This is an optimization exercise on Yosys and OpenROAD, whose aim is small area, a short achievable clock period and few clock cycles per item, not a production implementation.
The RTL was checked by simulation tests, not by an equivalence proof against the original design.
Power figures rest on the tool's default switching activity, not on a simulated workload.

<file path="config.mk">
export PLATFORM = sky130hd
export DESIGN_NAME = mipsCore
export DESIGN_NICKNAME = mipsCore
export VERILOG_FILES = /design/flow/design.v
export SDC_FILE = /design/flow/constraint.sdc
export NUM_CORES = 4
export LEC_CHECK = 0
export CAP_MARGIN = 20
export CORE_MARGIN = 2
export CORE_UTILIZATION = 40
export SLEW_MARGIN = 20
</file>
<file path="run.sh">
#!/bin/bash
# synth_recipe.tcl (not shown) runs the flow's synth.tcl, then flattens the netlist and writes it again
# the make line also repeats each setting of config.mk as NAME=value (left out here)
make -C /OpenROAD-flow-scripts/flow DESIGN_CONFIG=/design/flow/config.mk WORK_HOME=/design/flow/orfs CLKGATE_MAP_FILE= SYNTH_SCRIPT=/design/flow/synth_recipe.tcl finish
</file>
<file path="constraint.sdc">
create_clock -name core_clock -period 100.0 [get_ports {clk}]
set_input_delay 20.0000 -clock core_clock [delete_from_list [all_inputs] [get_ports {clk}]]
set_output_delay 20.0000 -clock core_clock [all_outputs]
set_load 0.01 [all_outputs]
</file>
<file path="design.v">
`timescale 1ns/1ns
package mipsPkg;
    typedef enum logic [5:0] {
        OP_SPECIAL  = 6'b000000,
        OP_SPECIAL2 = 6'b011100,
        OP_ADDI     = 6'b001000,
        OP_ORI      = 6'b001101,
        OP_LUI      = 6'b001111
    } opcodeE;
    typedef enum logic [5:0] {
        FN_SLL  = 6'b000000,
        FN_MFHI = 6'b010000,
        FN_MTHI = 6'b010001,
        FN_MFLO = 6'b010010,
        FN_MTLO = 6'b010011,
        FN_MULT = 6'b011000,
        FN_DIV  = 6'b011010,
        FN_ADD  = 6'b100000,
        FN_SUB  = 6'b100010
    } funcE;
    typedef enum logic [5:0] {
        FN2_MADD = 6'b000000,
        FN2_MSUB = 6'b000100
    } func2E;
    typedef enum logic [1:0] {
        PH_IDLE, PH_RS, PH_EX
    } phaseE;
endpackage
`timescale 1ns/1ns
module instrDecode (
    input  logic [32-1:0]     ir,
    output logic                       isAdd,
    output logic                       isSub,
    output logic                       isSll,
    output logic                       isMfhi,
    output logic                       isMflo,
    output logic                       isMthi,
    output logic                       isMtlo,
    output logic                       isMult,
    output logic                       isDiv,
    output logic                       isMadd,
    output logic                       isMsub,
    output logic                       isAddi,
    output logic                       isOri,
    output logic                       isLui,
    output logic                       writesReg,
    output logic                       usesHiLo,
    output logic [5-1:0] destReg
);
    logic [5:0] op;
    logic [5:0] fn;
    logic       sp;
    logic       sp2;
    assign op  = ir[31:26];
    assign fn  = ir[5:0];
    assign sp  = (op == mipsPkg::OP_SPECIAL);
    assign sp2 = (op == mipsPkg::OP_SPECIAL2);
    assign isAdd  = sp && (fn == mipsPkg::FN_ADD);
    assign isSub  = sp && (fn == mipsPkg::FN_SUB);
    assign isSll  = sp && (fn == mipsPkg::FN_SLL);
    assign isMfhi = sp && (fn == mipsPkg::FN_MFHI);
    assign isMflo = sp && (fn == mipsPkg::FN_MFLO);
    assign isMthi = sp && (fn == mipsPkg::FN_MTHI);
    assign isMtlo = sp && (fn == mipsPkg::FN_MTLO);
    assign isMult = sp && (fn == mipsPkg::FN_MULT);
    assign isDiv  = sp && (fn == mipsPkg::FN_DIV);
    assign isMadd = sp2 && (fn == mipsPkg::FN2_MADD);
    assign isMsub = sp2 && (fn == mipsPkg::FN2_MSUB);
    assign isAddi = (op == mipsPkg::OP_ADDI);
    assign isOri  = (op == mipsPkg::OP_ORI);
    assign isLui  = (op == mipsPkg::OP_LUI);
    assign writesReg = isAdd || isSub || isSll || isMfhi || isMflo || isAddi || isOri || isLui;
    assign usesHiLo  = isMfhi || isMflo || isMthi || isMtlo || isMult || isDiv || isMadd || isMsub;
    assign destReg   = sp ? ir[15:11] : ir[20:16];
endmodule
`timescale 1ns/1ns
module regFile (
    input  logic                       clk,
    input  logic                       clear,
    input  logic [5-1:0] rdAddr,
    output logic [32-1:0]     rdData,
    input  logic                       wrEn,
    input  logic [5-1:0] wrAddr,
    input  logic [32-1:0]     wrData
);
    logic [32-1:0] regs [32];
    logic [32-1:0] wrValue;
    assign wrValue = clear ? '0 : wrData;
    always_ff @(posedge clk)
    begin
        for (int i = 0; i < 32; i++)
            if (clear || (wrEn && wrAddr == i[5-1:0]))
                regs[i] <= wrValue;
    end
    assign rdData = regs[rdAddr];
endmodule
`timescale 1ns/1ns
module aluExecute (
    input  logic [2*32-1:0] acc,
    input  logic [32-1:0]   bop,
    input  logic [7:0]               aByte,
    input  logic [1:0]               k,
    input  logic                     sub,
    output logic [2*32-1:0] sum
);
    logic [32+7:0]   pp;
    logic [2*32-1:0] x;
    assign pp  = bop * aByte;
    assign x   = {24'b0, pp} << {k, 3'b000};
    assign sum = acc + (x ^ {(2*32){sub}}) + {63'b0, sub};
endmodule
`timescale 1ns/1ns
module hiLoResult #(
    parameter int ROWS = 4
) (
    input  logic [2*32-1:0] rqIn,
    input  logic [32-1:0]   divisor,
    output logic [2*32-1:0] rqOut
);
    always_comb
    begin
        logic [2*32-1:0] rq;
        logic [32:0]     part;
        logic [32+1:0]   diff;
        rq = rqIn;
        for (int j = 0; j < ROWS; j++)
        begin
            part = {rq[2*32-1:32], rq[32-1]};
            diff = {1'b0, part} - {2'b00, divisor};
            if (!diff[32+1])
                rq = {diff[32-1:0], rq[32-2:0], 1'b1};
            else
                rq = {part[32-1:0], rq[32-2:0], 1'b0};
        end
        rqOut = rq;
    end
endmodule
`timescale 1ns/1ns
module mipsCore (
    input  logic                       clk,
    input  logic                       reset,
    input  logic                       instrReq,
    input  logic [32-1:0]     instr,
    output logic                       instrAck,
    output logic                       wbValid,
    output logic [5-1:0] wbReg,
    output logic [32-1:0]     wbData
);
    localparam int DW = 32;
    mipsPkg::phaseE phase;
    logic           resetQ;    
    logic [DW-1:0]  ir;
    logic [DW-1:0]  opA;       
    logic [DW-1:0]  opB;       
    logic [DW-1:0]  hi;
    logic [DW-1:0]  lo;
    logic           mulBusy;
    logic           mulSub;
    logic [1:0]     mulStep;
    logic           divBusy;
    logic [2:0]     divStep;
    logic isAdd, isSub, isSll, isMfhi, isMflo, isMthi, isMtlo;
    logic isMult, isDiv, isMadd, isMsub, isAddi, isOri, isLui;
    logic writesReg, usesHiLo;
    logic [5-1:0] destReg;
    instrDecode uDecode (
        .ir        (ir),
        .isAdd     (isAdd),
        .isSub     (isSub),
        .isSll     (isSll),
        .isMfhi    (isMfhi),
        .isMflo    (isMflo),
        .isMthi    (isMthi),
        .isMtlo    (isMtlo),
        .isMult    (isMult),
        .isDiv     (isDiv),
        .isMadd    (isMadd),
        .isMsub    (isMsub),
        .isAddi    (isAddi),
        .isOri     (isOri),
        .isLui     (isLui),
        .writesReg (writesReg),
        .usesHiLo  (usesHiLo),
        .destReg   (destReg)
    );
    logic inEx;
    logic exGo;
    logic rsGo;
    assign rsGo = (phase == mipsPkg::PH_RS) && !(mulBusy && mulStep != 2'd3);
    assign inEx = (phase == mipsPkg::PH_EX);
    assign exGo = inEx && !mulBusy && !(usesHiLo && divBusy);
    logic [5-1:0] rdAddr;
    logic [DW-1:0]              rdData;
    logic [DW-1:0]              result;
    assign rdAddr = inEx ? ir[20:16] : ir[25:21];
    regFile uRegFile (
        .clk    (clk),
        .clear  (resetQ),
        .rdAddr (rdAddr),
        .rdData (rdData),
        .wrEn   (exGo && writesReg),
        .wrAddr (destReg),
        .wrData (result)
    );
    logic [15:0]     imm;
    logic [2*DW-1:0] acc;
    logic [DW-1:0]   bop;
    logic [7:0]      aByte;
    logic [1:0]      k;
    logic            sub;
    logic [2*DW-1:0] sum;
    assign imm = ir[15:0];
    always_comb
    begin
        if (mulBusy)
        begin
            acc = {hi, lo};
            bop = opB;
            aByte = opA[8*mulStep +: 8];
            k = mulStep;
            sub = mulSub;
        end
        else
        begin
            acc = '0;
            bop = rdData;
            aByte = 8'd1;
            k = 2'd0;
            sub = isSub || isMsub;
            if (isMult || isMadd || isMsub)
                aByte = opA[7:0];
            if (isMadd || isMsub)
                acc = {hi, lo};
            if (isAdd || isSub || isAddi)
                acc = {{DW{1'b0}}, opA};
            if (isOri)
                acc = {{DW{1'b0}}, opA & ~{16'b0, imm}};
            if (isAddi)
                bop = {{16{imm[15]}}, imm};
            if (isOri || isLui)
                bop = {16'b0, imm};
            if (isLui)
                k = 2'd2;
            if (isSll)
            begin
                aByte = 8'd1 << ir[6+2:6];
                k = ir[10:6+3];
            end
        end
    end
    aluExecute uExecute (
        .acc   (acc),
        .bop   (bop),
        .aByte (aByte),
        .k     (k),
        .sub   (sub),
        .sum   (sum)
    );
    logic [2*DW-1:0] divIn;
    logic [2*DW-1:0] divOut;
    assign divIn = divBusy ? {hi, lo} : {{DW{1'b0}}, opA};
    hiLoResult uResult (
        .rqIn    (divIn),
        .divisor (divBusy ? opB : rdData),
        .rqOut   (divOut)
    );
    always_comb
    begin
        if (isMfhi)
            result = hi;
        else if (isMflo)
            result = lo;
        else
            result = sum[DW-1:0];
    end
    always_ff @(posedge clk)
    begin
        resetQ <= reset;
        if (reset)
        begin
            phase <= mipsPkg::PH_IDLE;
            instrAck <= 1'b0;
            wbValid <= 1'b0;
            mulBusy <= 1'b0;
            divBusy <= 1'b0;
        end
        else
        begin
            instrAck <= instrReq && (instrAck || phase == mipsPkg::PH_IDLE);
            wbValid <= exGo && writesReg;
            case (phase)
                mipsPkg::PH_IDLE: if (instrReq && !instrAck) phase <= mipsPkg::PH_RS;
                mipsPkg::PH_RS:   if (rsGo) phase <= mipsPkg::PH_EX;
                default:          if (exGo) phase <= mipsPkg::PH_IDLE;
            endcase
            if (mulBusy)
            begin
                mulStep <= mulStep + 2'd1;
                if (mulStep == 2'd3)
                    mulBusy <= 1'b0;
            end
            else if (exGo && (isMult || isMadd || isMsub))
            begin
                mulBusy <= 1'b1;
                mulStep <= 2'd1;
                mulSub <= isMsub;
            end
            if (divBusy)
            begin
                divStep <= divStep + 3'd1;
                if (divStep == 3'd7)
                    divBusy <= 1'b0;
            end
            else if (exGo && isDiv)
            begin
                divBusy <= 1'b1;
                divStep <= 3'd1;
            end
        end
    end
    always_ff @(posedge clk)
    begin
        if (phase == mipsPkg::PH_IDLE)
            ir <= instr;
        if (rsGo)
            opA <= rdData;
        if (exGo && (isMult || isMadd || isMsub || isDiv))
            opB <= rdData;
        wbReg <= destReg;
        wbData <= result;
    end
    always_ff @(posedge clk)
    begin
        if (resetQ)
        begin
            hi <= '0;
            lo <= '0;
        end
        else if (mulBusy || (exGo && (isMult || isMadd || isMsub)))
        begin
            {hi, lo} <= sum;
        end
        else if (divBusy || (exGo && isDiv))
        begin
            {hi, lo} <= divOut;
        end
        else if (exGo && isMthi)
        begin
            hi <= opA;
        end
        else if (exGo && isMtlo)
        begin
            lo <= opA;
        end
    end
endmodule
</file>
==> results.sh, run 1 <==
export IMPL_die_area_sq_um=174000
export IMPL_power_density_nw_per_um2=22.7
export IMPL_slew_headroom_pct=10.1
export IMPL_crit_path_top_delay_cell="clkdlybuf4s50_1"
export IMPL_fin_crit_sh_pct=21.7
export IMPL_initial_core_util_pct=40.2
export IMPL_slew_viol_final=0
export IMPL_insertion_delay_ns=0.81
export IMPL_maxCapViolCount=0
export IMPL_numPortBuffers=73
export IMPL_regToRegSetupSlack_ns=80.80
export IMPL_cts_resized=0
export IMPL_fin_setup_tns_ns=0
export IMPL_clock_path_buffers=3
export IMPL_synth_avg_cell_area_sq_um=11.4
export IMPL_worstSetupStartpoint="instrAck"
export IMPL_area_growth_pct=13.3
export IMPL_cts_htree_levels=4
export IMPL_synthCells=5950
export IMPL_clock_sinks=1234
export IMPL_gp_congestion=0.987
export IMPL_startpoint_type="flip-flop"
export IMPL_setup_viol=0
export IMPL_first_iter_violations=6798
export IMPL_grt_pass1_vias=50100
export IMPL_worst_slack_ns=78.32
export IMPL_wirelength_microns=263000
export IMPL_yosysSeqAreaShare_pct=52.8
export IMPL_crit_family="buffers and inverters"
export IMPL_yosysWarnings=4
export IMPL_synth_enable_flop_cells=1126
export IMPL_crit_buf_inv=1
export IMPL_grt_max_degree=65
export IMPL_die_height_microns=417
export IMPL_drc_errors=0
export IMPL_clk_pin_slew_ns=0.06
export IMPL_syn_area_sq_um=68100
export IMPL_rsz0062_at_grt="no"
export IMPL_cts_root_buf="clkbuf_16"
export IMPL_cpPeakStageDelay_ns=0.56
export IMPL_rows=151
export IMPL_max_freq_mhz=46.1
export IMPL_yosysUniqueCellTypes=100
export IMPL_synthArstFlopShare_pct=0
export IMPL_r2r_cells=69
export IMPL_pre_cts_ws_ns=78.76
export IMPL_cp_end_kind="primary output"
export IMPL_vdd_ir_drop_max_mv=0.0187
export IMPL_skew_ns=0.0537
export IMPL_fin_nets=6516
export IMPL_cts_tree="yes"
export IMPL_cts_hold_buf=0
export IMPL_hold_viol=0
export IMPL_worstPathCellList="clkdlybuf4s50_1"
export IMPL_grt_ovfl_total=0
export IMPL_antenna_found_initial=13
export IMPL_fin_crit_ns=21.68
export IMPL_ios=74
export IMPL_holdCritPathClass="reg -> reg"
export IMPL_ys_seq_elements=1234
export IMPL_p_leak_nw=29.9
export IMPL_coreArea_sq_um=169000
export IMPL_grt_total_usage_pct=29.7
export IMPL_min_from="lo[25]"
export IMPL_cp_depth=1
export IMPL_drive_gt1_share_pct=8.98
export IMPL_tightest_slew_ns=1.34
export IMPL_firstDrtPassIters=6
export IMPL_required_ns=80.00
export IMPL_num_vias=52500
export IMPL_wl_per_cell_microns=31.4
export IMPL_hold_depth=2
export IMPL_cp_max_fo=3
export IMPL_grt_pass1_wl_microns=371000
export IMPL_status="complete, no violations"
export IMPL_critPathKind="reg -> out"
export IMPL_postRouteAntennaNets=0
export IMPL_synth_fp_nets=6415
export IMPL_die_w_microns=417
export IMPL_avgViaCountPerCell=6.26
export IMPL_synth_flop_cell="edfxtp_1"
export IMPL_crit_arrival_ns=1.68
export IMPL_r2r_start="phase[0]"
export IMPL_hpwl_microns=169000
export IMPL_cts_inserted_buffers=135
export IMPL_cts_setup_buffers=0
export IMPL_whs_ns=0.502
[metal layers]
layer / vias up / part of all wire (%) / track usage (%)
met5: - / 0.019 / 0
met4: 8 / 5.6 / 14.7
met3: 602 / 10 / 6.11
met2: 3006 / 46 / 47.7
met1: 26300 / 38 / 38.3
li1: 22600 / - / -
[cells by family (layout without fill, tap and decap cells)]
group	after synthesis	count (layout)	share of synthesized area, %
AOI/OAI and AO/OA	1670	1670	17.1
and+or+nand+nor	1623	1623	11.3
DFF	1234	1234	52.8
buffers and inverters	606	812	3.43
adders and majority gates	432	432	9.97
xor gates and xnor gates	268	268	3.45
muxes	117	117	1.92
other	0	10	0
[path summary, 6_finish.rpt]
check                           endpoint
worst max register to register     hi[0]
worst max-delay path            instrAck
worst min-delay path              lo[25]
worst min register to register    lo[25]
[placed cells by master, fill, tap and decap left out, drive strengths merged, types with 42 or more instances in the layout]
| cell | Yosys | final |
|---|---|---|
| ha | 245 | 245 |
| a22oi | 267 | 267 |
| mux2i | 93 | 93 |
| and2 | 166 | 166 |
| nor3 | 70 | 70 |
| nor2 | 395 | 395 |
| a21oi | 396 | 396 |
| a221oi | 135 | 135 |
| xnor2 | 200 | 200 |
| clkdlybuf4s50 | 0 | 73 |
| inv | 307 | 316 |
| nand2 | 536 | 536 |
| a22o | 139 | 139 |
| nor2b | 77 | 77 |
| nand2b | 46 | 46 |
| o21bai | 46 | 46 |
| nand3 | 121 | 121 |
| fa | 185 | 185 |
| buf | 59 | 189 |
| edfxtp | 1126 | 1126 |
| a31oi | 55 | 55 |
| nand4 | 65 | 65 |
| o21ai | 212 | 212 |
| o31ai | 45 | 45 |
| dfxtp | 108 | 108 |
| clkbuf | 239 | 179 |
| a21o | 105 | 105 |
| clkinv | 1 | 42 |
| xor2 | 68 | 68 |
[worst min-delay path, cell delays in order (launching register included)]
cell,delay (ns)
dfxtp_1,0.33
nand2_1,0.06
a21oi_1,0.05
[cell type report]
class | count | area, sq um
Multi-Input combinational cell | 4110 | 30600
Fill cell | 15500 | 92100
Antenna cell | 10 | 25.0
Clock buffer | 179 | 3680
Tap cell | 2218 | 2780
Inverter | 308 | 1160
Timing Repair Buffer | 262 | 2170
Sequential cell | 1234 | 36000
Clock inverter | 63 | 766
[per-stage QoR]
stage                     utilization [%]  power [W]  cell area, sq um  instances
after floorplan                         -    0.00102             68100       5950
after global placement               42.9    0.00124             72600       8127
after detailed placement             42.9    0.00125             72600       8127
after CTS                            45.5    0.00174             77100       8369
after global routing                 45.6    0.00181             77200       8377
final                                45.6    0.00175             77200       8384
[power by group]
part	internal [W]	leakage, nW	switching [W]
clock	0.000284	2.13	0.000216
combinational	0.000157	15.5	0.000364
sequential	0.000700	12.3	0.0000323
total	0.00114	29.9	0.000612
[state kept, by name (all words and copies together), names as in the netlist]
register and cells:
divBusy 1, divStep 3, hi 32, instrAck 1
ir 32, lo 32, mulBusy 1, mulStep 2
mulSub 1, opA 32, opB 32, phase 2
resetQ 1, uRegFile.regs 1024, wbData 32, wbReg 5
wbValid 1
[synth_stat cells, types with 12 or more instances]
master	n	area, sq um
edfxtp_1	1126	33800
nand2_1	536	2010
a21oi_1	395	1980
nor2_1	395	1480
inv_1	307	1150
a22oi_1	267	2000
ha_1	245	3070
clkbuf_1	239	897
xnor2_1	200	1750
fa_1	185	3700
o21ai_0	179	896
and2_1	165	1030
a22o_1	139	1220
a221oi_1	135	1180
nand3_1	120	601
dfxtp_1	108	2160
a21o_1	105	788
mux2i_1	91	911
nor2b_1	77	482
xor2_1	68	596
nor3_1	67	335
nand4_1	65	407
a31oi_1	51	319
o21bai_1	46	345
nand2b_1	45	282
o31ai_1	44	330
and3_1	40	250
buf_1	40	150
a211oi_1	39	293
o21ai_1	33	165
o21a_1	27	203
a311oi_1	25	219
or3_1	25	156
nor4_1	24	150
a32o_1	19	190
or2_2	17	106
o22ai_1	14	87.6
o221ai_1	13	114
buf_2	12	60.1
mux2_2	12	135
Testbench counts, summed over its fixed seeds: cycles 19,682, instrs 4,800.
==> run 2, diff against run 1 <==
--- a/design.v
+++ b/design.v
@@ -97,2 +97,41 @@
 `timescale 1ns/1ns
+module bkAdd #(
+    parameter int W = 32,
+    parameter int L = 5     
+) (
+    input  logic [W-1:0] a,
+    input  logic [W-1:0] b,
+    input  logic         ci,
+    output logic [W-1:0] s
+);
+    always_comb
+    begin
+        logic [W-1:0] g;
+        logic [W-1:0] p;
+        logic [W-1:0] gg;
+        logic [W-1:0] pp;
+        g = a & b;
+        p = a ^ b;
+        gg = g;
+        pp = p;
+        gg[0] = g[0] | (p[0] & ci);
+        for (int l = 0; l < L; l++)
+            for (int i = 0; i < W; i++)
+                if (((i + 1) % (2 << l)) == 0)
+                begin
+                    gg[i] = gg[i] | (pp[i] & gg[i - (1 << l)]);
+                    pp[i] = pp[i] & pp[i - (1 << l)];
+                end
+        for (int l = L - 2; l >= 0; l--)
+            for (int i = 0; i < W; i++)
+                if (((i + 1) % (2 << l)) == (1 << l) && i >= (2 << l))
+                begin
+                    gg[i] = gg[i] | (pp[i] & gg[i - (1 << l)]);
+                    pp[i] = pp[i] & pp[i - (1 << l)];
+                end
+        s[0] = p[0] ^ ci;
+        for (int i = 1; i < W; i++)
+            s[i] = p[i] ^ gg[i-1];
+    end
+endmodule
 module aluExecute (
@@ -109,3 +148,8 @@
     assign x   = {24'b0, pp} << {k, 3'b000};
-    assign sum = acc + (x ^ {(2*32){sub}}) + {63'b0, sub};
+    bkAdd #(.W(2*32), .L(6)) uAdd (
+        .a  (acc),
+        .b  (x ^ {(2*32){sub}}),
+        .ci (sub),
+        .s  (sum)
+    );
 endmodule
@@ -113,3 +157,3 @@
 module hiLoResult #(
-    parameter int ROWS = 4
+    parameter int ROWS = 2
 ) (
@@ -119,19 +163,22 @@
 );
-    always_comb
-    begin
-        logic [2*32-1:0] rq;
-        logic [32:0]     part;
-        logic [32+1:0]   diff;
-        rq = rqIn;
-        for (int j = 0; j < ROWS; j++)
-        begin
-            part = {rq[2*32-1:32], rq[32-1]};
-            diff = {1'b0, part} - {2'b00, divisor};
-            if (!diff[32+1])
-                rq = {diff[32-1:0], rq[32-2:0], 1'b1};
-            else
-                rq = {part[32-1:0], rq[32-2:0], 1'b0};
-        end
-        rqOut = rq;
+    localparam int DW = 32;
+    logic [2*DW-1:0] rq [ROWS+1];
+    assign rq[0] = rqIn;
+    for (genvar j = 0; j < ROWS; j++)
+    begin : gRow
+        logic [DW:0] part;
+        logic [DW:0] diff;
+        logic        ge;
+        assign part = {rq[j][2*DW-1:DW], rq[j][DW-1]};
+        bkAdd #(.W(DW+1), .L(6)) uSub (
+            .a  (part),
+            .b  ({1'b1, ~divisor}),
+            .ci (1'b1),
+            .s  (diff)
+        );
+        assign ge = part[DW] | ~diff[DW];
+        assign rq[j+1] = ge ? {diff[DW-1:0], rq[j][DW-2:0], 1'b1}
+                            : {part[DW-1:0], rq[j][DW-2:0], 1'b0};
     end
+    assign rqOut = rq[ROWS];
 endmodule
@@ -160,3 +207,4 @@
     logic           divBusy;
-    logic [2:0]     divStep;
+    logic           divZero;
+    logic [3:0]     divStep;
     logic isAdd, isSub, isSll, isMfhi, isMflo, isMthi, isMtlo;
@@ -188,5 +236,7 @@
     logic rsGo;
-    assign rsGo = (phase == mipsPkg::PH_RS) && !(mulBusy && mulStep != 2'd3);
-    assign inEx = (phase == mipsPkg::PH_EX);
-    assign exGo = inEx && !mulBusy && !(usesHiLo && divBusy);
+    logic isMul;
+    assign inEx  = (phase == mipsPkg::PH_EX);
+    assign exGo  = inEx && !mulBusy && !(usesHiLo && divBusy);
+    assign isMul = isMult || isMadd || isMsub;
+    assign rsGo  = (phase == mipsPkg::PH_RS) && !(mulBusy && mulStep != 2'd3);
     logic [5-1:0] rdAddr;
@@ -229,3 +279,3 @@
             sub = isSub || isMsub;
-            if (isMult || isMadd || isMsub)
+            if (isMul)
                 aByte = opA[7:0];
@@ -258,8 +308,18 @@
     );
-    logic [2*DW-1:0] divIn;
+    logic            divShort;
+    logic            divisorZero;
     logic [2*DW-1:0] divOut;
-    assign divIn = divBusy ? {hi, lo} : {{DW{1'b0}}, opA};
+    logic [DW:0]     ltChain;   
+    assign divisorZero = (rdData == '0);
+    assign ltChain[0] = 1'b0;
+    for (genvar i = 0; i < DW; i++)
+    begin : gLt
+        logic a;
+        assign a = (i < DW - 2) ? opA[i+2] : 1'b0;
+        assign ltChain[i+1] = (~a & rdData[i]) | (~(a ^ rdData[i]) & ltChain[i]);
+    end
+    assign divShort = divisorZero || ltChain[DW];
     hiLoResult uResult (
-        .rqIn    (divIn),
-        .divisor (divBusy ? opB : rdData),
+        .rqIn    ({hi, lo}),
+        .divisor (opB),
         .rqOut   (divOut)
@@ -301,3 +361,3 @@
             end
-            else if (exGo && (isMult || isMadd || isMsub))
+            else if (exGo && isMul)
             begin
@@ -309,4 +369,4 @@
             begin
-                divStep <= divStep + 3'd1;
-                if (divStep == 3'd7)
+                divStep <= divStep + 4'd1;
+                if (divStep == 4'd15)
                     divBusy <= 1'b0;
@@ -316,3 +376,4 @@
                 divBusy <= 1'b1;
-                divStep <= 3'd1;
+                divStep <= divShort ? 4'd15 : 4'd0;
+                divZero <= divisorZero;
             end
@@ -326,3 +387,3 @@
             opA <= rdData;
-        if (exGo && (isMult || isMadd || isMsub || isDiv))
+        if (exGo && (isMul || isDiv))
             opB <= rdData;
@@ -338,3 +399,3 @@
         end
-        else if (mulBusy || (exGo && (isMult || isMadd || isMsub)))
+        else if (mulBusy || (exGo && isMul))
         begin
@@ -342,5 +403,10 @@
         end
-        else if (divBusy || (exGo && isDiv))
+        else if (divBusy)
+        begin
+            hi <= divOut[2*DW-1:DW];
+            lo <= divOut[DW-1:0] | {DW{divZero}};
+        end
+        else if (exGo && isDiv)
         begin
-            {hi, lo} <= divOut;
+            {hi, lo} <= divShort ? {2'b0, opA, 30'b0} : {{DW{1'b0}}, opA};
         end
==> flow/run.sh (new file) <==
#!/bin/bash
# The standard layout, with faster port buffers than buffer_ports picks by
# default (the ports still get one buffer each).
set -euo pipefail
export BUFFER_PORTS_ARGS="-buffer_cell sky130_fd_sc_hd__buf_4"
bash standard.sh > standard_flow.log 2>&1
==> standard.sh (new file) <==
#!/bin/bash
# synth_recipe.tcl (not shown) runs the flow's synth.tcl, then flattens the netlist and writes it again
# the make line also repeats each setting of config.mk as NAME=value (left out here)
make -C /OpenROAD-flow-scripts/flow DESIGN_CONFIG=/design/flow/config.mk WORK_HOME=/design/flow/orfs CLKGATE_MAP_FILE= SYNTH_SCRIPT=/design/flow/synth_recipe.tcl "${@:-finish}"
--- a/config.mk
+++ b/config.mk
@@ -9,3 +9,6 @@
 export CORE_MARGIN = 2
-export CORE_UTILIZATION = 40
+export CORE_UTILIZATION = 55
+export CTS_CLUSTER_DIAMETER = 150
+export CTS_CLUSTER_SIZE = 20
+export PLACE_DENSITY = 0.7
 export SLEW_MARGIN = 20
removed: run.sh
==> run 2 against run 1 <==
Fmax increased by 2.5%. Count of clock-buffer cells in the layout down 77. Clock power shrank 37%. Combinational power down 14%. Largest cell class unchanged. Global-route usage increased by 9.4 points. Die area fell by 30%. Design area down 8.6%. Synthesized area fell by 4.1%. Critical path depth stayed put. Still clean on timing, DRC and antenna. Core utilization grew 14 points. Via count down 5.3%. Sequential share of layout area is 4.5 points higher.
==> results.sh, run 2 <==
export IMPL_status="complete, no violations"
export IMPL_cpPeakStageDelay_ns=0.35
export IMPL_rows=126
export IMPL_clock_sinks=1236
export IMPL_postRouteAntennaNets=0
export IMPL_initial_core_util_pct=55.4
export IMPL_maxCapViolCount=0
export IMPL_cts_root_buf="clkbuf_16"
export IMPL_synth_avg_cell_area_sq_um=12.3
export IMPL_grt_max_degree=72
export IMPL_met3_usage_pct=11.9
export IMPL_drive_gt1_share_pct=10.2
export IMPL_worstPathCellList="buf_4"
export IMPL_startpoint_type="flip-flop"
export IMPL_max_freq_mhz=47.3
export IMPL_vdd_ir_drop_max_mv=0.0173
export IMPL_most_common_layout_cells="1128 x edfxtp_1, 472 x nand2_1, 266 x inv_1"
export IMPL_regMostFlops="uRegFile.regs"
export IMPL_yosysSeqAreaShare_pct=55.2
export IMPL_critPathKind="reg -> out"
export IMPL_ys_seq_elements=1236
export IMPL_grt_pass1_vias=46000
export IMPL_wirelength_microns=240000
export IMPL_synthCells=5290
export IMPL_fin_setup_tns_ns=0
export IMPL_avgViaCountPerCell=7.21
export IMPL_synthArstFlopShare_pct=0
export IMPL_num_vias=49700
export IMPL_yosys_area_top_type="edfxtp_1"
export IMPL_required_ns=80.00
export IMPL_grt_ovfl_total=0
export IMPL_firstDrtPassIters=9
export IMPL_fin_crit_ns=21.15
export IMPL_dpl_instance_area_sq_um=68300
export IMPL_first_iter_violations=9601
export IMPL_multi_input_area_sq_um=27700
export IMPL_clk_pin_slew_ns=0.09
export IMPL_clock_path_buffers=3
export IMPL_yosysMostFrequentCell="edfxtp_1"
export IMPL_fin_nets=5794
export IMPL_synth_enable_flop_cells=1128
export IMPL_tightest_slew_ns=1.28
export IMPL_holdCritPathClass="reg -> reg"
export IMPL_yosysWarnings=7
export IMPL_crit_arrival_ns=1.15
export IMPL_rsz0062_at_grt="no"
export IMPL_syn_area_sq_um=65300
export IMPL_grt_busiest_layer="met1"
export IMPL_slew_headroom_pct=14.7
export IMPL_yosysUniqueCellTypes=95
export IMPL_die_area_sq_um=122000
export IMPL_cp_end_kind="primary output"
export IMPL_cts_resized=0
export IMPL_hpwl_microns=154000
export IMPL_cts_inserted_buffers=72
export IMPL_cts_htree_levels=3
export IMPL_wl_per_cell_microns=34.9
export IMPL_crit_buf_inv=1
export IMPL_insertion_delay_ns=0.68
export IMPL_fin_util_pct=59.8
export IMPL_grt_total_usage_pct=39.1
export IMPL_cts_tree="yes"
export IMPL_cp_max_fo=1
export IMPL_crit_family="flip-flops"
export IMPL_slew_viol_final=0
export IMPL_whs_ns=0.504
export IMPL_seq_area_sq_um=36000
export IMPL_grtUsageMet1_pct=55.7
export IMPL_cts_setup_buffers=0
export IMPL_coreArea_sq_um=118000
export IMPL_die_w_microns=349
export IMPL_yosysTopAreaCellShare_pct=51.9
export IMPL_synth_top_cells_by_area="edfxtp_1 52%, fa_1 7.5%, ha_1 4.1%, dfxtp_1 3.3%, a22oi_1 2.9%"
export IMPL_layout_cells_most_common="edfxtp_1"
export IMPL_antenna_found_initial=12
export IMPL_die_height_microns=349
export IMPL_power_density_nw_per_um2=21.3
export IMPL_synth_commonest_cells="1128 x edfxtp_1, 473 x nand2_1, 266 x inv_1, 249 x a22oi_1, 249 x nor2_1"
export IMPL_fin_crit_sh_pct=21.2
export IMPL_crit_path_top_delay_cell="dfxtp_1"
export IMPL_synth_fp_nets=5782
export IMPL_largest_reg_flops=1024
export IMPL_numPortBuffers=73
export IMPL_cts_hold_buf=0
export IMPL_gp_congestion=1.01
export IMPL_synth_flop_cell="edfxtp_1"
export IMPL_finalInstanceArea_sq_um=70600
export IMPL_hold_viol=0
export IMPL_ios=74
export IMPL_met2_usage_pct=53.7
export IMPL_drc_errors=0
export IMPL_num_fill_cells=9340
export IMPL_grt_pass1_wl_microns=338000
export IMPL_setup_viol=0
export IMPL_skew_ns=0.0415
export IMPL_p_leak_nw=26.6
export IMPL_area_growth_pct=8.05
-- run 2: logic make-up after synthesis --
group	count (synthesis)	synth area share, %
simple gates	1296	9.58
mux	154	2.63
fa+ha+maj	457	11.6
compound gates	1415	15.4
buf+inv	571	3.48
flops	1236	55.2
xor+xnor	161	2.16
-- run 2: per-layer routing --
layer  part of all wire [%]  up-vias
met5                  0.025        -
met4                    6.4       10
met3                     16      791
met2                     41     4373
met1                     37    24400
li1                       -    20100
-- run 2: stage by stage --
step / std cells / setup WS, ns / power (W)
2_1_floorplan: 5290 / 79.24 / 0.000970
3_3_place_gp: 6757 / 79.11 / 0.00117
3_5_place_dp: 6760 / 79.07 / 0.00118
4_1_cts: 6871 / 78.84 / 0.00148
5_1_grt: 6875 / 78.83 / 0.00154
6_report: 6884 / 78.85 / 0.00150
-- run 2: final cells by class --
type / instances / share of cell area, %
multi-input combinational: 3483 / 39.2
antenna: 9 / 0.0319
tap: 1536 / 2.72
clock inverter: 9 / 0.239
inverter: 268 / 1.43
clock buffer: 102 / 2.71
timing repair buffer: 241 / 2.62
sequential: 1236 / 51.1
-- run 2: worst reg2reg max path, delay by kind of cell (launching register included) --
family,cells,cell delay [ns]
AND/OR/NAND/NOR,10,3.63
flip-flops,1,0.65
AO/OA/AOI/OAI,17,5.53
buffers and inverters,7,2.48
XOR/XNOR,2,0.52
adder cells (fa/ha/maj),7,2.96
multiplexers,4,1.29
-- run 2: path summary, 6_finish.rpt --
check,from,endpoint,slack (ns),cells after the start
min reg2reg,lo[25],lo[25],0.50,2
min,lo[25],lo[25],0.50,2
max,wbData[8],wbData[8],78.85,1
max reg2reg,phase[1],hi[30],82.78,47
-- run 2: where the power goes --
| part | internal [W] | switching, W | leakage (nW) |
|---|---|---|---|
| sequential | 0.000709 | 0.0000360 | 12.3 |
| clock | 0.000141 | 0.000172 | 1.00 |
| combinational | 0.000121 | 0.000325 | 13.3 |
| total | 0.000971 | 0.000533 | 26.6 |
Testbench counts of run 2, summed over its fixed seeds: cycles 19,534, instrs 4,800.
==> run 3, diff against run 2 <==
--- a/design.v
+++ b/design.v
@@ -79,3 +79,3 @@
     input  logic                       clear,
-    input  logic [5-1:0] rdAddr,
+    input  logic [32-1:0]      rdSel,
     output logic [32-1:0]     rdData,
@@ -94,3 +94,8 @@
     end
-    assign rdData = regs[rdAddr];
+    always_comb
+    begin
+        rdData = '0;
+        for (int i = 0; i < 32; i++)
+            rdData = rdData | (regs[i] & {32{rdSel[i]}});
+    end
 endmodule
@@ -241,6 +246,5 @@
     assign rsGo  = (phase == mipsPkg::PH_RS) && !(mulBusy && mulStep != 2'd3);
-    logic [5-1:0] rdAddr;
+    logic [32-1:0]      rdSel;   
     logic [DW-1:0]              rdData;
     logic [DW-1:0]              result;
-    assign rdAddr = inEx ? ir[20:16] : ir[25:21];
     regFile uRegFile (
@@ -248,3 +252,3 @@
         .clear  (resetQ),
-        .rdAddr (rdAddr),
+        .rdSel  (rdSel),
         .rdData (rdData),
@@ -317,3 +321,3 @@
         logic a;
-        assign a = (i < DW - 2) ? opA[i+2] : 1'b0;
+        assign a = (i < DW - 4) ? opA[i+4] : 1'b0;
         assign ltChain[i+1] = (~a & rdData[i]) | (~(a ^ rdData[i]) & ltChain[i]);
@@ -376,3 +380,3 @@
                 divBusy <= 1'b1;
-                divStep <= divShort ? 4'd15 : 4'd0;
+                divStep <= divShort ? 4'd14 : 4'd0;
                 divZero <= divisorZero;
@@ -385,2 +389,6 @@
             ir <= instr;
+        if (phase == mipsPkg::PH_IDLE)
+            rdSel <= 32'(1) << instr[25:21];
+        else if (rsGo)
+            rdSel <= 32'(1) << ir[20:16];
         if (rsGo)
@@ -406,3 +414,3 @@
             hi <= divOut[2*DW-1:DW];
-            lo <= divOut[DW-1:0] | {DW{divZero}};
+            lo <= divOut[DW-1:0] | {DW{divZero && divStep == 4'd15}};
         end
@@ -410,3 +418,3 @@
         begin
-            {hi, lo} <= divShort ? {2'b0, opA, 30'b0} : {{DW{1'b0}}, opA};
+            {hi, lo} <= divShort ? {4'b0, opA, 28'b0} : {{DW{1'b0}}, opA};
         end
--- a/config.mk
+++ b/config.mk
@@ -7,3 +7,3 @@
 export LEC_CHECK = 0
-export CAP_MARGIN = 20
+export CAP_MARGIN = 25
 export CORE_MARGIN = 2
@@ -13,2 +13,2 @@
 export PLACE_DENSITY = 0.7
-export SLEW_MARGIN = 20
+export SLEW_MARGIN = 25
==> run 3 against run 2 <==
Still clean. Clock power grew 4%. Critical endpoint is now instrAck. Clock skew rose by 0.056 ns. Die area fell by 2.0%. Largest power group unchanged.
==> results.sh, run 3 <==
export IMPL_status="complete, no violations"
export IMPL_synth_commonest_cells="1155 x edfxtp_1, 533 x a22oi_1, 333 x nand2_1, 305 x inv_1, 280 x nor2_1"
export IMPL_synth_enable_flop_cells=1155
export IMPL_yosysWarnings=7
export IMPL_cts_htree_levels=3
export IMPL_min_from="lo[2]"
export IMPL_max_freq_mhz=47.1
export IMPL_die_height_microns=345
export IMPL_wl_per_cell_microns=35.5
export IMPL_die_w_microns=345
export IMPL_num_vias=46600
export IMPL_r2r_start="rdSel[3]"
export IMPL_area_growth_pct=8.36
export IMPL_numPortBuffers=73
export IMPL_synth_top_cells_by_area="edfxtp_1 54%, fa_1 7.6%, a22oi_1 6.3%, ha_1 4.1%, dfxtp_1 3.4%"
export IMPL_setup_viol=0
export IMPL_clk_pin_slew_ns=0.10
export IMPL_r2r_end="uRegFile.regs[16][30]"
export IMPL_hold_viol=0
export IMPL_worstSetupStartpoint="instrAck"
export IMPL_avgViaCountPerCell=7.06
export IMPL_drive_gt1_share_pct=9.83
export IMPL_yosys_area_top_type="edfxtp_1"
export IMPL_hold_depth=2
export IMPL_insertion_delay_ns=0.75
export IMPL_pre_cts_ws_ns=78.68
export IMPL_grt_ovfl_total=0
export IMPL_synth_flop_cell="edfxtp_1"
export IMPL_startpoint_type="flip-flop"
export IMPL_gp_congestion=1.04
export IMPL_grt_total_usage_pct=38.8
export IMPL_grt_max_degree=80
export IMPL_most_common_layout_cells="1155 x edfxtp_1, 533 x a22oi_1, 333 x nand2_1"
export IMPL_first_iter_violations=8144
export IMPL_grt_pass1_vias=44300
export IMPL_slew_headroom_pct=16.2
export IMPL_ys_seq_elements=1263
export IMPL_r2r_cells=35
export IMPL_yosysUniqueCellTypes=100
export IMPL_clock_path_buffers=3
export IMPL_worstPathCellList="buf_4"
export IMPL_slew_viol_final=0
export IMPL_synthArstFlopShare_pct=0
export IMPL_grt_pass1_wl_microns=328000
export IMPL_cts_setup_buffers=0
export IMPL_initial_core_util_pct=55.3
export IMPL_yosysTopAreaCellShare_pct=54.2
export IMPL_hold_path_end="lo[2]"
export IMPL_coreArea_sq_um=116000
export IMPL_p_leak_nw=25.8
export IMPL_wirelength_microns=234000
export IMPL_regMostFlops="uRegFile.regs"
export IMPL_die_area_sq_um=119000
export IMPL_yosysMostFrequentCell="edfxtp_1"
export IMPL_layout_cells_most_common="edfxtp_1"
export IMPL_fin_crit_sh_pct=21.2
export IMPL_fin_setup_tns_ns=0
export IMPL_holdCritPathClass="reg -> reg"
export IMPL_fin_nets=5519
export IMPL_synth_fp_nets=5464
export IMPL_cpPeakStageDelay_ns=0.36
export IMPL_critPathKind="reg -> out"
export IMPL_skew_ns=0.0978
export IMPL_maxCapViolCount=0
export IMPL_cts_root_buf="clkbuf_16"
export IMPL_crit_buf_inv=1
export IMPL_whs_ns=0.502
export IMPL_fin_crit_ns=21.21
export IMPL_rsz0062_at_grt="no"
export IMPL_drc_errors=0
export IMPL_antenna_found_initial=14
export IMPL_dpl_instance_area_sq_um=66900
export IMPL_regToRegSetupSlack_ns=86.65
export IMPL_syn_area_sq_um=64000
export IMPL_firstDrtPassIters=9
export IMPL_cts_inserted_buffers=75
export IMPL_cts_hold_buf=0
export IMPL_tightest_slew_ns=1.26
export IMPL_cp_end_kind="primary output"
export IMPL_postRouteAntennaNets=0
export IMPL_required_ns=80.00
export IMPL_cts_resized=0
export IMPL_synth_avg_cell_area_sq_um=12.9
export IMPL_hpwl_microns=153000
export IMPL_worst_slack_ns=78.79
export IMPL_largest_reg_flops=1024
export IMPL_crit_family="flip-flops"
export IMPL_vdd_ir_drop_max_mv=0.0205
export IMPL_power_density_nw_per_um2=24.3
export IMPL_yosysSeqAreaShare_pct=57.6
export IMPL_crit_arrival_ns=1.21
export IMPL_ios=74
export IMPL_cts_tree="yes"
export IMPL_finalInstanceArea_sq_um=69300
export IMPL_crit_path_top_delay_cell="dfxtp_1"
export IMPL_rows=125
export IMPL_synthCells=4974
export IMPL_clock_sinks=1263
export IMPL_cp_max_fo=3
## run 3: cell types whose count changed in the layout (fill, tap and decap cells not counted), sizes merged, moves of 53 or more
cell	change
nand2	-139
a22o	-74
a22oi	+284
nand3	-87
nand4	+78
a221oi	-53
o21ai	-64
mux2i	-53
## run 3: where the power goes
part / total, W / leakage (nW) / switching, W / internal, W
clock network: 0.000324 / 1.06 / 0.000180 / 0.000144
logic: 0.000523 / 12.3 / 0.000378 / 0.000145
registers: 0.000841 / 12.4 / 0.0000521 / 0.000789
total: 0.00169 / 25.8 / 0.000610 / 0.00108
## run 3: how the worst max path moves through the flow
stage / end / slack (ns) / cells after the start
after floorplan: rdSel[0] / 79.20 / 3
after global placement: rdSel[6] / 78.72 / 4
after detailed placement: rdSel[8] / 78.68 / 3
after CTS: instrAck / 78.76 / 1
after global routing: instrAck / 78.75 / 1
final: instrAck / 78.79 / 1
## run 3: routing by layer
layer,GRT usage (%),vias up,wire length [microns]
met4,20.8,16,15000
met1,51.9,23100,84400
met3,12.0,791,34000
met5,0.320,-,91
met2,57.1,3729,101000
li1,-,19000,-
## run 3: cell families after synthesis
kind of cell	Yosys count	share of synthesized area [%]
multiplexers	95	1.73
buffers and inverters	557	3.37
adder cells (fa/ha/maj)	455	11.8
AO/OA/AOI/OAI	1359	15.0
AND/OR/NAND/NOR	1085	8.32
flip-flops	1263	57.6
XOR/XNOR	160	2.19
## run 3: worst min-delay path, stage by stage (launching register included)
cell     delay, ns
dfxtp_1       0.35
nand2_1       0.06
o21ai_1       0.05
## run 3: area by class of cell
cell class	count	area, sq um
Clock inverter	11	209
Tap cell	1524	1910
Inverter	307	1150
Antenna cell	12	30.0
Multi-Input combinational cell	3154	25400
Timing Repair Buffer	228	1740
Fill cell	9149	46400
Clock buffer	105	2010
Sequential cell	1263	36900
## run 3: per-stage QoR
| stage | total power (W) | util, % | instances |
|---|---|---|---|
| 6_report | 0.00169 | 59.9 | 6604 |
| 3_5_place_dp | 0.00134 | 57.8 | 6475 |
| 5_1_grt | 0.00173 | 59.9 | 6592 |
| 4_1_cts | 0.00165 | 59.7 | 6591 |
| 2_1_floorplan | 0.00109 | - | 4974 |
| 3_3_place_gp | 0.00132 | 57.8 | 6474 |
Testbench counts of run 3, summed over its fixed seeds: cycles 19,366, instrs 4,800.
==> run 4, diff against run 3 <==
--- a/design.v
+++ b/design.v
@@ -238,10 +238,32 @@
     );
+    logic reqHiLo;
+    logic canStart;
     logic inEx;
     logic exGo;
-    logic rsGo;
     logic isMul;
+    instrDecode uReqDecode (
+        .ir        (instr),
+        .isAdd     (),
+        .isSub     (),
+        .isSll     (),
+        .isMfhi    (),
+        .isMflo    (),
+        .isMthi    (),
+        .isMtlo    (),
+        .isMult    (),
+        .isDiv     (),
+        .isMadd    (),
+        .isMsub    (),
+        .isAddi    (),
+        .isOri     (),
+        .isLui     (),
+        .writesReg (),
+        .usesHiLo  (reqHiLo),
+        .destReg   ()
+    );
+    assign canStart = (phase == mipsPkg::PH_IDLE) && (!mulBusy || mulStep[1])
+                      && !(reqHiLo && divBusy && divStep <= 4'd13);
     assign inEx  = (phase == mipsPkg::PH_EX);
-    assign exGo  = inEx && !mulBusy && !(usesHiLo && divBusy);
+    assign exGo  = inEx;
     assign isMul = isMult || isMadd || isMsub;
-    assign rsGo  = (phase == mipsPkg::PH_RS) && !(mulBusy && mulStep != 2'd3);
     logic [32-1:0]      rdSel;   
@@ -352,8 +374,8 @@
         begin
-            instrAck <= instrReq && (instrAck || phase == mipsPkg::PH_IDLE);
+            instrAck <= instrReq && (instrAck || canStart);
             wbValid <= exGo && writesReg;
             case (phase)
-                mipsPkg::PH_IDLE: if (instrReq && !instrAck) phase <= mipsPkg::PH_RS;
-                mipsPkg::PH_RS:   if (rsGo) phase <= mipsPkg::PH_EX;
-                default:          if (exGo) phase <= mipsPkg::PH_IDLE;
+                mipsPkg::PH_IDLE: if (instrReq && !instrAck && canStart) phase <= mipsPkg::PH_RS;
+                mipsPkg::PH_RS:   phase <= mipsPkg::PH_EX;
+                default:          phase <= mipsPkg::PH_IDLE;
             endcase
@@ -387,9 +409,8 @@
     begin
-        if (phase == mipsPkg::PH_IDLE)
-            ir <= instr;
+        ir <= instr;
         if (phase == mipsPkg::PH_IDLE)
             rdSel <= 32'(1) << instr[25:21];
-        else if (rsGo)
+        else
             rdSel <= 32'(1) << ir[20:16];
-        if (rsGo)
+        if (phase == mipsPkg::PH_RS)
             opA <= rdData;
==> run 4 against run 3 <==
Via count grew 1.3%. Critical endpoint unchanged. Fmax is essentially flat. Cell count increased by 1.1%. Combinational power shrank 55%. Die area decreased by 0.83%. Synthesized cell count is 1.8% higher. Largest power group unchanged. Largest cell class unchanged.
==> results.sh, run 4 <==
export IMPL_layout_cells_most_common="edfxtp_1"
export IMPL_r2r_end="hi[31]"
export IMPL_min_from="lo[1]"
export IMPL_numPortBuffers=73
export IMPL_skew_ns=0.0479
export IMPL_intPower_w=0.000865
export IMPL_postRouteAntennaNets=0
export IMPL_fin_crit_ns=21.20
export IMPL_crit_arrival_ns=1.20
export IMPL_die_area_sq_um=118000
export IMPL_tightest_slew_ns=1.25
export IMPL_grt_ovfl_total=0
export IMPL_fin_nets=5602
export IMPL_status="complete, no violations"
export IMPL_cts_root_buf="clkbuf_16"
export IMPL_hold_viol=0
export IMPL_avgViaCountPerCell=7.07
export IMPL_synthArstFlopShare_pct=0
export IMPL_regMostFlops="uRegFile.regs"
export IMPL_r2r_start="rdSel[22]"
export IMPL_clk_pin_slew_ns=0.11
export IMPL_p_leak_nw=26.3
export IMPL_cp_end_kind="primary output"
export IMPL_sw_frac_of_total_pct=30.2
export IMPL_regToRegSetupSlack_ns=85.85
export IMPL_maxCapViolCount=0
export IMPL_crit_family="flip-flops"
export IMPL_worstPathCellList="buf_4"
export IMPL_power_density_nw_per_um2=18.0
export IMPL_synthAdderAreaFrac_pct=11.9
export IMPL_cts_resized=0
export IMPL_area_growth_pct=8.62
export IMPL_gp_congestion=1.02
export IMPL_yosysWarnings=7
export IMPL_cts_inserted_buffers=73
export IMPL_dp_cells=6546
export IMPL_ys_seq_elements=1263
export IMPL_synthCells=5066
export IMPL_synth_commonest_cells="1096 x edfxtp_1, 524 x a22oi_1, 376 x nand2_1, 306 x inv_1, 284 x nor2_1"
export IMPL_firstDrtPassIters=8
export IMPL_holdCritPathClass="reg -> reg"
export IMPL_first_iter_violations=8804
export IMPL_synth_simple_area_share_pct=8.70
export IMPL_synthXorXnorAreaFrac_pct=2.18
export IMPL_rsz0062_at_grt="no"
export IMPL_power_frac_comb_pct=18.9
export IMPL_synth_top_family_by_area="compound AO/OA/AOI/OAI gates"
export IMPL_ios=74
export IMPL_yosys_area_top_type="edfxtp_1"
export IMPL_die_w_microns=344
export IMPL_coreArea_sq_um=114000
export IMPL_required_ns=80.00
export IMPL_rows=124
export IMPL_largest_reg_flops=1024
export IMPL_cpPeakStageDelay_ns=0.37
export IMPL_synthMuxAreaShare_pct=1.34
export IMPL_syn_area_sq_um=63400
export IMPL_vdd_ir_drop_max_mv=0.0158
export IMPL_most_common_layout_cells="1096 x edfxtp_1, 524 x a22oi_1, 375 x nand2_1"
export IMPL_synth_fp_nets=5558
export IMPL_slew_viol_final=0
export IMPL_clock_sinks=1263
export IMPL_cts_hold_buf=0
export IMPL_drc_errors=0
export IMPL_max_freq_mhz=47.2
export IMPL_synth_enable_flop_cells=1096
export IMPL_cts_tree="yes"
export IMPL_crit_buf_inv=1
export IMPL_critPathKind="reg -> out"
export IMPL_wl_per_cell_microns=34.5
export IMPL_fin_crit_sh_pct=21.2
export IMPL_crit_path_top_delay_cell="dfxtp_1"
export IMPL_insertion_delay_ns=0.71
export IMPL_p_switching_w=0.000374
export IMPL_hpwl_microns=146000
export IMPL_die_height_microns=344
export IMPL_grt_max_degree=77
export IMPL_synth_top_cells_by_area="edfxtp_1 52%, fa_1 7.7%, a22oi_1 6.2%, dfxtp_1 5.3%, ha_1 4.2%"
export IMPL_grt_total_usage_pct=38.6
export IMPL_antenna_found_initial=23
export IMPL_slew_headroom_pct=16.0
export IMPL_grt_pass1_wl_microns=321000
export IMPL_clock_path_buffers=3
export IMPL_yosysSeqAreaShare_pct=57.1
export IMPL_yosysUniqueCellTypes=86
export IMPL_yosysMostFrequentCell="edfxtp_1"
export IMPL_cp_max_fo=3
export IMPL_grt_pass1_vias=43400
export IMPL_cts_htree_levels=3
export IMPL_seqPwrFrac_pct=55.7
export IMPL_num_vias=47200
export IMPL_initial_core_util_pct=55.5
export IMPL_stdcell_count=6677
export IMPL_startpoint_type="flip-flop"
export IMPL_cts_setup_buffers=0
export IMPL_wirelength_microns=230000
export IMPL_setup_viol=0
export IMPL_synth_avg_cell_area_sq_um=12.5
export IMPL_fin_setup_tns_ns=0
export IMPL_synth_compound_area_share_pct=15.3
export IMPL_yosysTopAreaCellShare_pct=51.9
export IMPL_hold_depth=2
export IMPL_r2r_cells=45
export IMPL_drive_gt1_share_pct=9.02
export IMPL_hold_path_end="lo[1]"
export IMPL_synth_flop_cell="edfxtp_1"
export IMPL_clock_power_share_pct=25.4
==> run 4: cell types whose count changed after synthesis, moves of 38 or more <==
cell      change
dfxtp_1      +59
edfxtp_1     -59
nand2_1      +43
nor2b_1      -42
xor2_1       -40
clkbuf_1     +38
xnor2_1      +38
==> run 4: worst max path at each step <==
stage,endpoint,from,depth (start not counted)
floorplan,phase[0],instr[27],5
global placement,instrAck,instr[27],7
detailed placement,instrAck,instr[27],7
CTS,instrAck,instrAck,1
global route,instrAck,instrAck,1
finish,instrAck,instrAck,1
==> run 4: area by class of cell <==
| type | count | area [sq um] |
|---|---|---|
| clock buffers | 111 | 1970 |
| fillers | 8887 | 45400 |
| diodes | 11 | 27.5 |
| repair buffers | 232 | 1760 |
| flip-flops and latches | 1263 | 36300 |
| multi-input cells | 3233 | 25700 |
| inverters | 307 | 1150 |
| well taps | 1512 | 1890 |
| clock inverters | 8 | 146 |
==> run 4: metal layers <==
layer  track usage (%)  wire, microns  vias up
met1              55.4          84300    23400
met3              12.2          38400      649
met2              54.2          95400     3998
met5                 0            169        -
li1                  -              -    19200
met4              16.5          12100       26
==> run 4: worst register-to-register path, delay by kind of cell, from the launching register on <==
| family | cells | cell delay, ns |
|---|---|---|
| fa+ha+maj | 7 | 3.04 |
| compound gates | 23 | 7.01 |
| xor+xnor | 4 | 0.93 |
| buf+inv | 3 | 0.55 |
| simple gates | 7 | 1.76 |
| mux | 1 | 0.17 |
| flops | 1 | 0.62 |
==> run 4: cell families after synthesis <==
| group | after synthesis |
|---|---|
| AOI/OAI and AO/OA | 1390 |
| and+or+nand+nor | 1155 |
| buffers and inverters | 570 |
| adders and majority gates | 457 |
| muxes | 73 |
| xor gates and xnor gates | 158 |
| DFF | 1263 |
==> run 4: power groups by stage <==
stage | registers [W] | clock network (W) | logic [W]
after global routing | 0.000695 | 0.000331 | 0.000242
after CTS | 0.000689 | 0.000314 | 0.000223
after global placement | 0.000697 | 0 | 0.000219
final | 0.000691 | 0.000315 | 0.000234
after detailed placement | 0.000701 | 0 | 0.000223
after floorplan | 0.000694 | 0 | 0.000110
==> run 4: stage by stage <==
step                      worst slack (ns)  cell area, sq um  utilization (%)  power [W]  hold WS [ns]
after floorplan                      79.20             63400                -   0.000804         0.451
after global placement               78.21             66700             58.3   0.000916         0.442
after detailed placement             78.25             66700             58.4   0.000923         0.458
after CTS                            78.77             68900             60.2    0.00123         0.491
after global routing                 78.76             68900             60.2    0.00127         0.508
final                                78.80             68900             60.3    0.00124         0.492
Testbench counts of run 4, summed over its fixed seeds: cycles 19,386, instrs 4,800.
==> run 5, diff against run 4 <==
--- a/config.mk
+++ b/config.mk
@@ -7,3 +7,3 @@
 export LEC_CHECK = 0
-export CAP_MARGIN = 25
+export CAP_MARGIN = 20
 export CORE_MARGIN = 2
@@ -11,4 +11,4 @@
 export CTS_CLUSTER_DIAMETER = 150
-export CTS_CLUSTER_SIZE = 20
+export CTS_CLUSTER_SIZE = 24
 export PLACE_DENSITY = 0.7
-export SLEW_MARGIN = 25
+export SLEW_MARGIN = 20
==> run 5 against run 4 <==
Clock power decreased by 11%. First-iteration DRC count shrank 1.9%. Clock skew decreased by 0.0042 ns. Fmax about the same. Register-to-register slack better by 0.06 ns. Sequential power about the same. Flip-flop and latch count stayed put. Setup slack got worse by 0.016 ns. Synthesized area did not move. Global-route usage decreased by 0.072 points. Hold slack got worse by 0.022 ns. Critical path depth did not move. Largest cell class unchanged. Highest routed layer unchanged.
==> results.sh, run 5 <==
export IMPL_yosys_area_top_type="edfxtp_1"
export IMPL_ios=74
export IMPL_cts_tree="yes"
export IMPL_firstDrtPassIters=8
export IMPL_yosysMostFrequentCell="edfxtp_1"
export IMPL_slew_headroom_pct=16.5
export IMPL_clock_sinks=1263
export IMPL_critPathKind="reg -> out"
export IMPL_cp_depth=1
export IMPL_required_ns=80.00
export IMPL_min_from="instrAck"
export IMPL_synth_compound_area_share_pct=15.3
export IMPL_vdd_ir_drop_max_mv=0.0166
export IMPL_cts_setup_buffers=0
export IMPL_insertion_delay_ns=0.73
export IMPL_clock_path_buffers=3
export IMPL_synth_simple_area_share_pct=8.70
export IMPL_num_vias=47000
export IMPL_num_fill_cells=8959
export IMPL_antenna_found_initial=15
export IMPL_holdCritPathClass="reg -> reg"
export IMPL_clk_pin_slew_ns=0.11
export IMPL_cp_max_fo=3
export IMPL_grt_pass1_vias=43700
export IMPL_endpoint="instrAck"
export IMPL_slew_viol_final=0
export IMPL_pre_cts_ws_ns=78.25
export IMPL_syn_area_sq_um=63400
export IMPL_worstPathCellList="buf_4"
export IMPL_skew_ns=0.0438
export IMPL_initial_core_util_pct=55.5
export IMPL_yosysWarnings=7
export IMPL_worst_slack_ns=78.78
export IMPL_hold_viol=0
export IMPL_synthMuxAreaShare_pct=1.34
export IMPL_numPortBuffers=73
export IMPL_fin_crit_sh_pct=21.2
export IMPL_synth_avg_cell_area_sq_um=12.5
export IMPL_synth_top_cells_by_area="edfxtp_1 52%, fa_1 7.7%, a22oi_1 6.2%, dfxtp_1 5.3%, ha_1 4.2%"
export IMPL_r2r_start="rdSel[22]"
export IMPL_cpPeakStageDelay_ns=0.37
export IMPL_synth_enable_flop_cells=1096
export IMPL_most_common_layout_cells="1096 x edfxtp_1, 524 x a22oi_1, 375 x nand2_1"
export IMPL_synth_top_family_by_area="compound AO/OA/AOI/OAI gates"
export IMPL_fin_util_pct=59.9
export IMPL_wl_per_cell_microns=34.5
export IMPL_r2r_end="hi[31]"
export IMPL_setup_viol=0
export IMPL_grt_pass1_wl_microns=321000
export IMPL_rows=124
export IMPL_area_growth_pct=7.95
export IMPL_ys_seq_elements=1263
export IMPL_largest_reg_flops=1024
export IMPL_maxCapViolCount=0
export IMPL_startpoint_type="flip-flop"
export IMPL_postRouteAntennaNets=0
export IMPL_grt_max_degree=77
export IMPL_cts_hold_buf=0
export IMPL_cts_resized=0
export IMPL_status="complete, no violations"
export IMPL_crit_path_top_delay_cell="dfxtp_1"
export IMPL_regMostFlops="uRegFile.regs"
export IMPL_hpwl_microns=146000
export IMPL_first_iter_violations=8640
export IMPL_drive_gt1_share_pct=8.63
export IMPL_r2r_cells=45
export IMPL_die_area_sq_um=118000
export IMPL_cp_end_kind="primary output"
export IMPL_rsz0062_at_grt="no"
export IMPL_synth_flop_cell="edfxtp_1"
export IMPL_regToRegSetupSlack_ns=85.91
export IMPL_fin_nets=5588
export IMPL_max_freq_mhz=47.1
export IMPL_cts_root_buf="clkbuf_16"
export IMPL_synthXorXnorAreaFrac_pct=2.18
export IMPL_synthArstFlopShare_pct=0
export IMPL_crit_buf_inv=1
export IMPL_synthAdderAreaFrac_pct=11.9
export IMPL_coreArea_sq_um=114000
export IMPL_cts_htree_levels=2
export IMPL_grt_total_usage_pct=38.5
export IMPL_synth_commonest_cells="1096 x edfxtp_1, 524 x a22oi_1, 376 x nand2_1, 306 x inv_1, 284 x nor2_1"
export IMPL_tightest_slew_ns=1.24
export IMPL_drc_errors=0
export IMPL_crit_family="flip-flops"
export IMPL_layout_cells_most_common="edfxtp_1"
export IMPL_worstSetupStartpoint="instrAck"
export IMPL_grt_ovfl_total=0
export IMPL_whs_ns=0.470
export IMPL_fin_crit_ns=21.22
export IMPL_yosysUniqueCellTypes=86
export IMPL_p_leak_nw=26.1
export IMPL_crit_arrival_ns=1.22
export IMPL_yosysSeqAreaShare_pct=57.1
export IMPL_wirelength_microns=230000
export IMPL_die_height_microns=344
export IMPL_die_w_microns=344
export IMPL_cts_inserted_buffers=59
export IMPL_synthCells=5066
export IMPL_power_density_nw_per_um2=17.6
export IMPL_fin_setup_tns_ns=0
export IMPL_gp_congestion=1.02
export IMPL_synth_fp_nets=5558
export IMPL_yosysTopAreaCellShare_pct=51.9
export IMPL_avgViaCountPerCell=7.07
run 5: worst min-delay path by stage:
stage	end	slack, ns	depth (start not counted)
floorplan	lo[10]	0.45	2
global placement	phase[0]	0.44	1
detailed placement	phase[0]	0.46	1
CTS	phase[0]	0.47	1
global route	phase[0]	0.48	1
finish	phase[0]	0.47	1
run 5: power breakdown:
part,leakage [nW],internal [W],switching (W),total [W]
clock,0.812,0.000114,0.000166,0.000279
combinational,12.8,0.0000605,0.000173,0.000234
sequential,12.6,0.000665,0.0000254,0.000691
run 5: stage by stage:
| stage | cell area (sq um) | instances | power, W |
|---|---|---|---|
| 4_1_cts | 68400 | 6642 | 0.00119 |
| 5_1_grt | 68500 | 6645 | 0.00123 |
| 3_5_place_dp | 66700 | 6544 | 0.000923 |
| 6_report | 68500 | 6654 | 0.00120 |
| 2_1_floorplan | 63400 | 5066 | 0.000804 |
| 3_3_place_gp | 66700 | 6544 | 0.000916 |
run 5: cell type report:
| class | instances | area, sq um | share of cell area, % |
|---|---|---|---|
| diodes | 9 | 22.5 | 0.0329 |
| well taps | 1512 | 1890 | 2.76 |
| repair buffers | 232 | 1770 | 2.58 |
| flip-flops and latches | 1263 | 36300 | 53.0 |
| clock buffers | 92 | 1620 | 2.37 |
| multi-input cells | 3233 | 25600 | 37.4 |
| inverters | 307 | 1150 | 1.69 |
| clock inverters | 6 | 90.1 | 0.132 |
run 5: cell families after synthesis:
| kind of cell | Yosys count |
|---|---|
| XOR/XNOR | 158 |
| AO/OA/AOI/OAI | 1390 |
| buffers and inverters | 570 |
| multiplexers | 73 |
| AND/OR/NAND/NOR | 1155 |
| flip-flops | 1263 |
| adder cells (fa/ha/maj) | 457 |
run 5: layer usage:
metal	vias up	routed length [microns]	global-route usage, %
li1	19200	-	-
met1	23300	85000	55.2
met2	3909	95600	54.5
met3	620	37400	11.8
met4	20	11700	16.3
met5	-	140	0

[re-timing with driven ports]
The flow's constraints put no driver on any port. The routed layouts listed below were extracted and timed again, unchanged, in two steps. Step 1 assumes that a clkbuf_16 drives the clock port and a buf_2 every other input. Step 2 also shifts input and output timing later by t, the mid clock arrival at the registers, as if the neighbouring blocks saw the same clock. Three values: ideal, step 1, step 2; two values: the first two.
run | shift t [ns] | slack for setup (ns) | worst setup path at the end
run 1 | 0.855 | 78.319 / 78.247 / 78.751 | input to register
run 2 | 0.736 | 78.850 / 78.775 / 79.054 | input to register
run 3 | 0.781 | 78.786 / 78.705 / 78.446 | input to register
run 4 | 0.760 | 78.796 / 78.718 / 78.164 | input to register
run 5 | 0.782 | 78.780 / 78.706 / 78.203 | input to register
After both steps every run listed still meets setup and hold. For run 4, which loses most, drivers alone change the setup slack by -0.078 ns; drivers and shift together by -0.632 ns.
